What follows belongs to an exercise in optimizing a design on an open flow for small area and few clock cycles per item; a production flow would make more cautious choices.
The RTL was checked by simulation tests, not by an equivalence proof against the original design.

==> flow/design.v (excerpt) <==
module h2o_serial_accum (
  input  logic               clk,
  input  logic               rst_n,
  input  logic signed [31:0] h_data,
  input  logic               h_valid,
  input  logic               h_last,
  output logic               h_ready,
  output logic signed [31:0] y_data,
  output logic               y_valid,
  input  logic               y_ready,
  output logic               frame_err
);
Size in the first run: roughly 1100 cells after synthesis, ~41 flip-flops, about 72 I/O pins, ~0.011 mm2 of cells after synthesis.
export LEC_CHECK = 0
export CAP_MARGIN = 20
export CORE_MARGIN = 2
export CORE_UTILIZATION = 40
export SLEW_MARGIN = 20
export SYNTH_HIERARCHICAL = 1
export SYNTH_MINIMUM_KEEP_SIZE = 0
create_clock -name core_clock -period 8.0 [get_ports {clk}]
standard.sh (not shown) runs the stock make flow with config.mk's settings and CLKGATE_MAP_FILE= SYNTH_SCRIPT=/design/flow/synth_recipe.tcl, a recipe that flattens the netlist after the stock synthesis.
==> flow/flow/run.sh <==
#!/bin/bash
# The standard layout, with the smallest buffer on each port.
set -euo pipefail
export BUFFER_PORTS_ARGS="-buffer_cell sky130_fd_sc_hd__buf_1"
bash standard.sh > standard.log 2>&1
Testbench counts at the start, summed over its fixed seeds: cycles 10,248, frames 512.
Rerun with:
Settings changed: CELL_PAD_IN_SITES_DETAIL_PLACEMENT from default to 1, CELL_PAD_IN_SITES_GLOBAL_PLACEMENT from default to 1, PLACE_DENSITY from default to 0.4.
The new run finished clean.
Area after synthesis stays the same.
Worst setup slack improves by 3.3 ps.


h2o_serial_accum, a different RTL version from the one above (not shown whole).
Size: roughly 41 flip-flops, about 11000 µm² of cells after synthesis.
// h2o_serial_accum
module h2o_serial_accum (
  input  logic               clk,
  input  logic               rst_n,
  input  logic signed [31:0] h_data,
  input  logic               h_valid,
  input  logic               h_last,
  output logic               h_ready,
  output logic signed [31:0] y_data,
  output logic               y_valid,
  input  logic               y_ready,
  output logic               frame_err
);
export LEC_CHECK = 0
export CAP_MARGIN = 20
export CORE_MARGIN = 2
export CORE_UTILIZATION = 40
export SLEW_MARGIN = 20
export SYNTH_HIERARCHICAL = 1
export SYNTH_MINIMUM_KEEP_SIZE = 0
create_clock -name core_clock -period 8.0 [get_ports {clk}]
Scripts as last shown in full above: flow/flow/run.sh
Testbench counts at the start, summed over its fixed seeds: cycles 10,248, frames 512.
Then changed:
==> flow/flow/run.sh (replaced) <==
#!/bin/bash
# The standard layout with buf_2 on each input port and buf_1 on each
# output port (flow/ports.tcl).
set -euo pipefail
export PRE_GLOBAL_PLACE_TCL="$PWD/flow/ports.tcl"
bash standard.sh > standard.log 2>&1
==> flow/flow/ports.tcl (new file) <==
# Sourced before global placement (PRE_GLOBAL_PLACE_TCL). Every port still
# gets one buffer; inputs, which fan out widely, get buf_2 and outputs buf_1.
rename buffer_ports my_orig_buffer_ports
proc buffer_ports { args } {
  my_orig_buffer_ports -inputs -buffer_cell sky130_fd_sc_hd__buf_2
  my_orig_buffer_ports -outputs -buffer_cell sky130_fd_sc_hd__buf_1
}
=>
- The changed run completed with no timing, DRC or antenna violations
- synthesized cell count stays the same
- die area stays the same
- flip-flop and latch count does not change
- clock-buffer cell count increases by 1
- wire length goes down by 4.0%
- synthesized area stays the same
Then changed:
- CELL_PAD_IN_SITES_DETAIL_PLACEMENT: default -> 1
- CELL_PAD_IN_SITES_GLOBAL_PLACEMENT: default -> 1
- PLACE_DENSITY: default -> 0.4
Outcome: Global-route usage went up by 3.8 points. Fmax went up by 0.63%. Routed wire length went up by about 14%. First-iteration DRC count went down by about 1.2%.
Then changed:
==> flow/flow/run.sh (replaced) <==
#!/bin/bash
# The standard layout, with the smallest buffer on each port.
set -euo pipefail
export BUFFER_PORTS_ARGS="-buffer_cell sky130_fd_sc_hd__buf_1"
bash standard.sh > standard.log 2>&1
removed: flow/flow/ports.tcl
=>
- worst hold slack improves by 4.7 ps
- global-route usage drops by 0.14 points
- count of clock-buffer cells in the layout shrinks by 1
- worst setup slack gains 74 ps
- final cell count rises by a few percent


h2o_serial_accum, a different RTL version from the one above (not shown whole).
For scale: roughly 1300 cells after synthesis, roughly 72 I/O pins, about 12000 sq um of cells after synthesis.
export LEC_CHECK = 0
export CAP_MARGIN = 20
export CORE_MARGIN = 2
export CORE_UTILIZATION = 40
export SLEW_MARGIN = 20
export SYNTH_HIERARCHICAL = 1
export SYNTH_MINIMUM_KEEP_SIZE = 0
create_clock -name core_clock -period 8.0 [get_ports {clk}]
==> flow/flow/run.sh <==
#!/bin/bash
# The standard layout, with the smallest buffer on each port and, after
# global routing, non-critical cells sized down as far as timing allows.
set -euo pipefail
export BUFFER_PORTS_ARGS="-buffer_cell sky130_fd_sc_hd__buf_1"
export RECOVER_POWER=100
bash standard.sh > standard.log 2>&1
The baseline finished but failed the layout checks on max-capacitance violations, max-slew violations.
Testbench counts at the start, summed over its fixed seeds: cycles 10,248, frames 512.
==> next run, changes <==
==> flow/flow/run.sh (replaced) <==
#!/bin/bash
# The standard layout, with the smallest buffer on each port and the
# synthesis buffers removed at floorplan (placement repair re-buffers).
set -euo pipefail
export BUFFER_PORTS_ARGS="-buffer_cell sky130_fd_sc_hd__buf_1"
export REMOVE_ABC_BUFFERS=1
bash standard.sh > standard.log 2>&1
- GPL_TIMING_DRIVEN: unset -> 0
Result:
- This time the run finished with timing, DRC and antenna clean
- count of clock-buffer cells in the layout fell by 1
- global-route usage decreases by 0.35 points
- hold slack gains 34 ps
- clock skew barely changes
- final cell count drops by a few percent
- flip-flop and latch count stays the same
- synthesized area is unchanged
==> next run, changes <==
==> flow/run.sh (new file) <==
#!/bin/bash
# synth_recipe.tcl (not shown) runs the flow's synth.tcl, then flattens the netlist and writes it again
# the make line also repeats each setting of config.mk as NAME=value (left out here)
make -C /OpenROAD-flow-scripts/flow DESIGN_CONFIG=/design/flow/config.mk WORK_HOME=/design/flow/orfs CLKGATE_MAP_FILE= SYNTH_SCRIPT=/design/flow/synth_recipe.tcl finish
- GPL_TIMING_DRIVEN: 0 -> unset
removed: flow/flow/run.sh
removed: flow/standard.sh
- final area goes up by 9.8%
- clock-buffer cell count does not change
- cell count goes up by 7.6%
- register-to-register slack gains 160 ps


== v6 ==
Starting RTL as in the previous note.
==> flow/config.mk <==
export PLATFORM = sky130hd
export DESIGN_NAME = h2o_serial_accum
export DESIGN_NICKNAME = h2o_serial_accum
export VERILOG_FILES = /design/flow/design.v
export SDC_FILE = /design/flow/constraint.sdc
export NUM_CORES = 4
export LEC_CHECK = 0
export CAP_MARGIN = 20
export CORE_MARGIN = 2
export CORE_UTILIZATION = 40
export SLEW_MARGIN = 20
export SYNTH_HIERARCHICAL = 1
export SYNTH_MINIMUM_KEEP_SIZE = 0
==> flow/constraint.sdc <==
create_clock -name core_clock -period 8.0 [get_ports {clk}]
set_input_delay 1.6000 -clock core_clock [delete_from_list [all_inputs] [get_ports {clk}]]
set_output_delay 1.6000 -clock core_clock [all_outputs]
set_load 0.01 [all_outputs]
==> flow/flow/run.sh <==
#!/bin/bash
# The standard layout, with the smallest buffer on each port.
set -euo pipefail
export BUFFER_PORTS_ARGS="-buffer_cell sky130_fd_sc_hd__buf_1"
bash standard.sh > standard.log 2>&1
v6 finished every stage and its layout cleared the timing, DRC and antenna checks.
Testbench counts of v6, summed over its fixed seeds: cycles 10,248, frames 512.
#### Input delta (v7 over v6)
- an added GPL_TIMING_DRIVEN of 0
### Flow results
- Cmp v7 vs v6: global-route usage higher in v7
- Taking v6 as the reference, in v7 wire length increased 2.6%, proportion of cell area occupied by multi-input gates grew by 2.0 points, maximum frequency went down by 2.1%, met1 global-route usage higher.
- Min total number of vias across v7 and v6: v6

[afterwards: timing with drivers on the ports]
No port has a modelled driver above. Below, the same layouts with a new extraction and two added sets of constraints. Step 1: set_driving_cell puts a clkbuf_16 on clk and a buf_2 on each other input, an assumption about the parent block. Step 2 also shifts input and output timing later by t, the mid clock arrival at the registers, as if the neighbouring blocks saw the same clock. Slacks: ideal / step 1 / step 2; pairs: ideal / step 1.
run | shift t [ns] | slack for setup (ns) | worst setup path at the end
the first run of note 1 | 0.368 | 0.287 / 0.316 / -0.053 | input to register
the second run of note 1 | 0.359 | 0.290 / 0.311 / -0.040 | input to register
the first run of note 2 | 0.351 | 0.353 / 0.377 / 0.026 | input to register
the second run of note 2 | 0.348 | 0.380 / 0.405 / 0.056 | input to register
the third run of note 2 | 0.357 | 0.428 / 0.450 / 0.093 | input to register
the fourth run of note 2 | 0.367 | 0.501 / 0.530 / 0.163 | input to register
the first run of note 3 | 0.376 | 0.288 / 0.313 / -0.063 | input to register
the second run of note 3 | 0.374 | 0.208 / 0.232 / -0.142 | input to register
the third run of note 3 | 0.366 | 0.356 / 0.380 / 0.013 | input to register
v6 | 0.376 | 0.298 / 0.323 / -0.053 | input to register
v7 | 0.375 | 0.136 / 0.163 / -0.212 | input to register
